Background: an optimization exercise with open tools, aiming at small area, a short achievable clock period and few clock cycles per item. Do not read the settings as production practice. At most, simulation tests tie the RTL to the original design; equivalence was not proved. No activity file was given, so power comes from the tool's default toggle rates.

## north
==> flow/design.v (excerpt) <==
module ack_retransmit_tracker #(
   parameter int SLOTS = art_pkg::SLOTS_DEFAULT
) (
   input  wire logic                   clock,
   input  wire logic                   reset,
   input  wire logic                   req_valid,
   output wire logic                   req_ready,
   input  wire logic [art_pkg::OP_W-1:0]        req_op,
   input  wire logic [art_pkg::SEQ_W-1:0]       req_seq,
   input  wire logic                   req_is_bye,
   output wire logic                   rsp_valid,
   input  wire logic                   rsp_ready,
   output wire logic [art_pkg::KIND_W-1:0]      rsp_kind,
   output wire logic [art_pkg::SLOT_W-1:0]      rsp_slot,
   output wire logic [art_pkg::SEQ_W-1:0]       rsp_seq_out,
   output wire logic [art_pkg::RETRY_W-1:0]     rsp_retry_count,
   output wire logic                   rsp_last,
   input  wire logic                   csr_valid,
   output wire logic                   csr_ready,
   input  wire logic [art_pkg::CSR_INDEX_W-1:0] csr_index,
   input  wire logic [art_pkg::CSR_DATA_W-1:0]  csr_data
);
clock: 7.0 ns
lec_check: 0
cap_margin: 20
core_margin: 2
core_utilization: 40
place_density: 0.5
setup_slack_margin: 3.5
slew_margin: 20
run.sh (not shown) runs the stock make flow with config.mk's settings and CLKGATE_MAP_FILE= SYNTH_SCRIPT=/design/flow/synth_recipe.tcl, a recipe that flattens the netlist after the stock synthesis.
The following lists how south was set up differently from north:
-- flow/design.v --
<<< north, line 144
      end
   end
   logic [SLOTS-1:0] eqr_ff;
   logic [SLOTS-1:0] rc, bh, eq, nobye;
   always_comb begin
>>> south, line 144
      end
   end
   logic [SLOTS-1:0] rc, bh, eq, nobye;
   always_comb begin
<<< north, line 150
         rc[i] = pend_ff[i] && due_ff[i] && !exh_ff[i];
         bh[i] = byef_ff[i] && (!pend_ff[i] || exh_ff[i]);
         eq[i] = pend_ff[i] && eqr_ff[i];
      end
      nobye[0] = !bh[0];
>>> south, line 149
         rc[i] = pend_ff[i] && due_ff[i] && !exh_ff[i];
         bh[i] = byef_ff[i] && (!pend_ff[i] || exh_ff[i]);
         eq[i] = pend_ff[i] && (seq_ff[i] == rq_seq);
      end
      nobye[0] = !bh[0];
<<< north, line 230
      if (tk_ff) begin
         emit1   = s1_free;
      end else if (go) begin
         emit1   = halted_ff || (rq_op != art_pkg::OP_UNUSED);
         consume = 1'b1;
         if (!halted_ff) begin
            send_we  = (rq_op == art_pkg::OP_SEND) && (f_free != '0);
>>> south, line 229
      if (tk_ff) begin
         emit1   = s1_free;
         consume = s1_free && !rm_nz;
      end else if (go) begin
         emit1   = halted_ff || (rq_op != art_pkg::OP_UNUSED);
         consume = halted_ff || (rq_op != art_pkg::OP_TICK) || !tk_retx;
         if (!halted_ff) begin
            send_we  = (rq_op == art_pkg::OP_SEND) && (f_free != '0);
<<< north, line 301
         else if (rsp_ready) rsp_valid_ff <= 1'b0;
         if (csr_to) begin
            tp_ff  <= {1'b1, ~csr_data};    
            d0_ff  <= (csr_data <= AW'(1));
            chk_ff <= 1'b1;
>>> south, line 301
         else if (rsp_ready) rsp_valid_ff <= 1'b0;
         if (csr_to) begin
            tp_ff  <= g_ff + GW'(1) - GW'(csr_data);
            d0_ff  <= (csr_data <= AW'(1));
            chk_ff <= 1'b1;
<<< north, line 307
         end else if (chk_ff) begin
            chk_ff <= 1'b0;
            if (fix_ff) tp_ff <= tp_ff + g_ff + GW'(2);    
         end else if (fix_ff) begin
            fix_ff <= 1'b0;
>>> south, line 307
         end else if (chk_ff) begin
            chk_ff <= 1'b0;
         end else if (fix_ff) begin
            fix_ff <= 1'b0;
<<< north, line 330
            tk_ff <= tk_retx;
            if (bh != '0) halted_ff <= 1'b1;
         end else if (tk_ff && emit1 && !rm_nz) begin
            tk_ff <= 1'b0;
         end
>>> south, line 329
            tk_ff <= tk_retx;
            if (bh != '0) halted_ff <= 1'b1;
         end else if (tk_ff && consume) begin
            tk_ff <= 1'b0;
         end
<<< north, line 342
      end
   end
   logic [SW-1:0] rqn_seq;
   assign rqn_seq = (!rq_v || consume) ? (sk_v ? sk_seq : req_seq) : rq_seq;
   always_ff @(posedge clock) begin
      for (int i = 0; i < SLOTS; i++) begin
         eqr_ff[i] <= (send_we && f_free[i]) ? (rq_seq == rqn_seq) : (seq_ff[i] == rqn_seq);
      end
      if (!rq_v || consume) begin
         if (sk_v) begin
>>> south, line 341
      end
   end
   always_ff @(posedge clock) begin
      if (!rq_v || consume) begin
         if (sk_v) begin
Notes after the runs:
Run comparison: north kind of critical path reg -> reg; south kind of critical path in -> reg
Changes observed in south relative to north: via density per instance went down, setup slack of the worst register-to-register path shows an increase of 0.07 ns, maximum operating frequency level, total power fell 4.5%.
Against north, south reports a fraction of layout cells with a size suffix above 1 that is higher.
When south is measured against north, its core utilization turns out 0.64 points lower.
Changes observed in south relative to north: synthesized area -1.5%, layout filler cell count -84.
Testbench counts of south, summed over its fixed seeds: cycles 4,882, items 3,200.
Only the layout flow was run in north; the RTL was not checked for function there.

static timing again, ports no longer ideal:
Ports are ideal in the flow. The routed layouts listed here were re-timed in OpenROAD.
Step 1: set_driving_cell puts a clkbuf_16 on clock and a buf_2 on each other input, an assumption about the parent block.
Step 2, shift: input delay + t, output delay - t, t = (earliest + latest rising clock arrival at the registers) / 2. This alone moves slack from input paths to output paths.
a / b / c = no drivers / after step 1 / after step 2; a / b = the first two.
run	t, ns	setup slack, ns	hold WS [ns]	worst slew at a driven data input, ns
north	0.771	3.491 / 3.491 / 2.761	0.436 / 0.436 / 0.436	0.05
south	0.780	3.487 / 3.532 / 2.756	0.416 / 0.416 / 0.416	0.04
After both steps every run listed still meets setup and hold. The setup slack of south, which loses most, moves by +0.045 ns with the drivers and by -0.731 ns with both steps.
